This is an optimization exercise on Yosys and OpenROAD, whose aim is small area, a short achievable clock period and few clock cycles per item, not a production implementation.

juniper:
==> flow/design.v <==
`timescale 1ns/1ns
`default_nettype none
module frame_memory (
  input  logic                                 clock,
  input  logic [16-1:0]               wr_col_n,
  input  logic [8-1:0]               wr_row_n,
  input  logic [6-1:0]               wr_data,
  input  logic [16-1:0]               rd_sel,
  output logic [8*6-1:0]   rd_column
);
  localparam int COL_W = 8 * 6;
  logic [16*COL_W-1:0] storage;
  for (genvar a = 0; a < 16 * 8; a++) begin : g_word
    always_ff @(posedge clock) begin
      if (!wr_col_n[a / 8] && !wr_row_n[a % 8]) begin
        storage[a*6 +: 6] <= wr_data;
      end
    end
  end
  always_comb begin
    rd_column = '0;
    for (int c = 0; c < 16; c++) begin
      rd_column = rd_column | (storage[c*COL_W +: COL_W] & {COL_W{rd_sel[c]}});
    end
  end
endmodule
`default_nettype wire
`timescale 1ns/1ns
`default_nettype none
module pixel_loader (
  input  logic                     clock,
  input  logic                     pix_write,
  input  logic [4-1:0]     pix_col,
  input  logic [3-1:0]     pix_row,
  input  logic [3*8-1:0] pix_rgb,
  output logic [16-1:0]   wr_col_n,
  output logic [8-1:0]   wr_row_n,
  output logic [6-1:0]   wr_data
);
  logic [8-1:0] grey;
  logic                   wr_valid;
  logic [4-1:0]   wr_col;
  logic [3-1:0]   wr_row;
  assign grey = (pix_rgb[23:16] >> 2) + (pix_rgb[15:8] >> 1) + (pix_rgb[7:0] >> 2);
  always_ff @(posedge clock) begin
    wr_valid <= pix_write;
    wr_col   <= pix_col;
    wr_row   <= pix_row;
    wr_data  <= grey[8-1:2];
  end
  always_comb begin
    for (int c = 0; c < 16; c++) wr_col_n[c] = !(wr_valid && wr_col == 4'(c));
    for (int r = 0; r < 8; r++) wr_row_n[r] = !(wr_row == 3'(r));
  end
endmodule
`default_nettype wire
`timescale 1ns/1ns
`default_nettype none
module column_fetch (
  input  logic                     clock,
  input  logic                     reset,
  input  logic                     start,
  input  logic                     wr_col0,
  output logic                     busy,
  output logic [16-1:0]   rd_sel,
  output logic                     first_col,
  output logic                     mask_valid,
  output logic [4-1:0]     mask_col,
  output logic                     done
);
  localparam int N = 16;
  logic [N+2:0] sel;
  logic first_d;
  logic last_d;
  logic held_last;
  logic due;
  logic due_d;
  logic held_due;
  assign due = busy && |sel[N:1];
  assign rd_sel    = sel[N-1:0];
  assign first_col = first_d;
  always_ff @(posedge clock) begin
    if (reset) begin
      first_d    <= 1'b1;
      last_d     <= 1'b0;
      held_last  <= 1'b0;
      due_d      <= 1'b0;
      held_due   <= 1'b0;
    end else begin
      due_d      <= due;
      held_due   <= due_d;
      first_d    <= sel[0];
      last_d     <= sel[N];
      held_last  <= last_d;
    end
  end
  logic step;
  assign step = busy || (start && !wr_col0);
  always_ff @(posedge clock) begin
    sel[0] <= reset || (busy ? sel[N+2] : !step);
    for (int i = 1; i <= N + 2; i++) sel[i] <= !reset && step && sel[i-1];
  end
  always_ff @(posedge clock) begin
    if (reset) begin
      busy       <= 1'b0;
      mask_valid <= 1'b0;
      done       <= 1'b0;
    end else if (!busy) begin
      mask_valid <= 1'b0;
      done       <= 1'b0;
      if (start) busy <= 1'b1;
    end else begin
      mask_valid <= held_due;
      done       <= held_due && held_last;
      if (held_due && held_last) busy <= 1'b0;
    end
  end
  logic showing;
  always_ff @(posedge clock) begin
    showing  <= !reset && held_due;
    mask_col <= showing ? mask_col + 1'b1 : '0;
  end
endmodule
`default_nettype wire
`timescale 1ns/1ns
`default_nettype none
module blur_mask_stage (
  input  logic                               clock,
  input  logic [8*6-1:0] column,
  input  logic                               first_col,
  output logic [8-1:0]             mask_bits
);
  localparam int SW = 6;
  localparam logic [5:0] SAT = 6'(32 + 1);
  logic [8*SW-1:0] column_q;
  logic [5:0] side      [8];
  logic [6:0] fold      [8];
  logic [5:0] need      [8];
  logic       passed    [8];
  logic [SW-1:0] q [8+2];
  logic [5:0] side_next [8];
  logic [1:0] extra [8];
  logic [8:0] short [8];
  always_comb begin
    q[0] = '0;
    q[8+1] = '0;
    for (int r = 0; r < 8; r++) q[r+1] = column_q[r*SW +: SW];
    for (int r = 0; r < 8; r++) begin
      side_next[r] = 6'(q[r] >> 2) + 6'(q[r+1] >> 1) + 6'(q[r+2] >> 2);
      extra[r]     = 2'(q[r][1]) + 2'(q[r+1][0]) + 2'(q[r+2][1]);
      short[r]     = 9'(SAT + 2) + {2'b11, ~fold[r]} + {2'b11, ~side[r], 1'b1};
    end
  end
  always_ff @(posedge clock) begin
    column_q <= column;
    for (int r = 0; r < 8; r++) begin
      side[r]      <= side_next[r];
      fold[r]      <= 7'(first_col ? 6'd0 : side[r]) + 7'(extra[r]);
      need[r]      <= short[r][5:0];
      passed[r]    <= short[r][8];
      mask_bits[r] <= passed[r] || (side[r] >= need[r]);
    end
  end
endmodule
`default_nettype wire
`timescale 1ns/1ns
`default_nettype none
module blur_mask_top (
  input  logic                     clock,
  input  logic                     reset,
  input  logic                     pix_write,
  input  logic [4-1:0]     pix_col,
  input  logic [3-1:0]     pix_row,
  input  logic [3*8-1:0] pix_rgb,
  input  logic                     start,
  output logic                     busy,
  output logic                     mask_valid,
  output logic [4-1:0]     mask_col,
  output logic [8-1:0]   mask_bits,
  output logic                     done
);
  logic [16-1:0]              wr_col_n;
  logic [8-1:0]              wr_row_n;
  logic [6-1:0]              wr_data;
  logic [16-1:0]              rd_sel;
  logic                                first_col;
  logic [8*6-1:0]  column;
  pixel_loader loader_i (
    .clock     (clock),
    .pix_write (pix_write),
    .pix_col   (pix_col),
    .pix_row   (pix_row),
    .pix_rgb   (pix_rgb),
    .wr_col_n (wr_col_n),
    .wr_row_n (wr_row_n),
    .wr_data    (wr_data)
  );
  frame_memory memory_i (
    .clock     (clock),
    .wr_col_n (wr_col_n),
    .wr_row_n (wr_row_n),
    .wr_data   (wr_data),
    .rd_sel    (rd_sel),
    .rd_column (column)
  );
  column_fetch fetch_i (
    .clock      (clock),
    .reset      (reset),
    .start      (start),
    .wr_col0    (!wr_col_n[0]),
    .busy       (busy),
    .rd_sel     (rd_sel),
    .first_col  (first_col),
    .mask_valid (mask_valid),
    .mask_col   (mask_col),
    .done       (done)
  );
  blur_mask_stage stage_i (
    .clock     (clock),
    .column    (column),
    .first_col (first_col),
    .mask_bits (mask_bits)
  );
endmodule
`default_nettype wire
Settings: LEC_CHECK=0, CAP_MARGIN=20, CORE_MARGIN=2, CORE_UTILIZATION=65, CTS_CLUSTER_DIAMETER=100, CTS_CLUSTER_SIZE=30, SETUP_SLACK_MARGIN=3.7, SLEW_MARGIN=20; clock period 6.0 ns.
run.sh (not shown) runs the stock make flow with config.mk's settings and CLKGATE_MAP_FILE= SYNTH_SCRIPT=/design/flow/synth_recipe.tcl, a recipe that flattens the netlist after the stock synthesis.
Looking at the reports, juniper completed the entire flow and the layout it produced met the timing, DRC and antenna checks.
Inputs modified between juniper and garnet:
--- a/flow/design.v
+++ b/flow/design.v
@@ -39,17 +39,9 @@
 );
   logic [8-1:0] grey;
-  logic                   wr_valid;
-  logic [4-1:0]   wr_col;
-  logic [3-1:0]   wr_row;
   assign grey = (pix_rgb[23:16] >> 2) + (pix_rgb[15:8] >> 1) + (pix_rgb[7:0] >> 2);
   always_ff @(posedge clock) begin
-    wr_valid <= pix_write;
-    wr_col   <= pix_col;
-    wr_row   <= pix_row;
-    wr_data  <= grey[8-1:2];
-  end
-  always_comb begin
-    for (int c = 0; c < 16; c++) wr_col_n[c] = !(wr_valid && wr_col == 4'(c));
-    for (int r = 0; r < 8; r++) wr_row_n[r] = !(wr_row == 3'(r));
+    for (int c = 0; c < 16; c++) wr_col_n[c] <= !(pix_write && pix_col == 4'(c));
+    for (int r = 0; r < 8; r++) wr_row_n[r] <= !(pix_row == 3'(r));
+    wr_data <= grey[8-1:2];
   end
 endmodule
Compare garnet and juniper | post-synthesis instance area higher: garnet. juniper leaves less setup margin than garnet. juniper has higher final critical-path share of the clock period than garnet. Comparing juniper with garnet, the wire length of the first global-routing pass came out essentially unchanged. Comparing garnet and juniper, starting density of the core is higher on juniper.
No run of this note included a check of the RTL's function; only the layout flow was run.

## afterwards: timing with drivers on the ports
No port has a modelled driver above. Below, the same layouts with a new extraction and two added sets of constraints. Step 1 sets driving cells, clkbuf_16 on the clock port and buf_2 on the other inputs (assumed; they add their load-dependent delay and slew). Step 2 moves the port delays by t, midway between the first and last clock arrival at a register: inputs arrive t later, outputs are due t later. That takes back most of the time a late clock gives input paths. Three values: no drivers, after step 1, after step 2; two values: the first two.
| run | t, ns | setup slack, ns | latest minus earliest clock arrival (ns) |
|---|---|---|---|
| juniper | 0.682 | 3.387 / 3.422 / 2.740 | 0.028 / 0.028 |
| garnet | 0.669 | 3.642 / 3.644 / 3.017 | 0.033 / 0.033 |
After both steps every run listed still meets setup and hold. The setup slack of juniper, which loses most, moves by +0.035 ns with the drivers and by -0.647 ns with both steps.
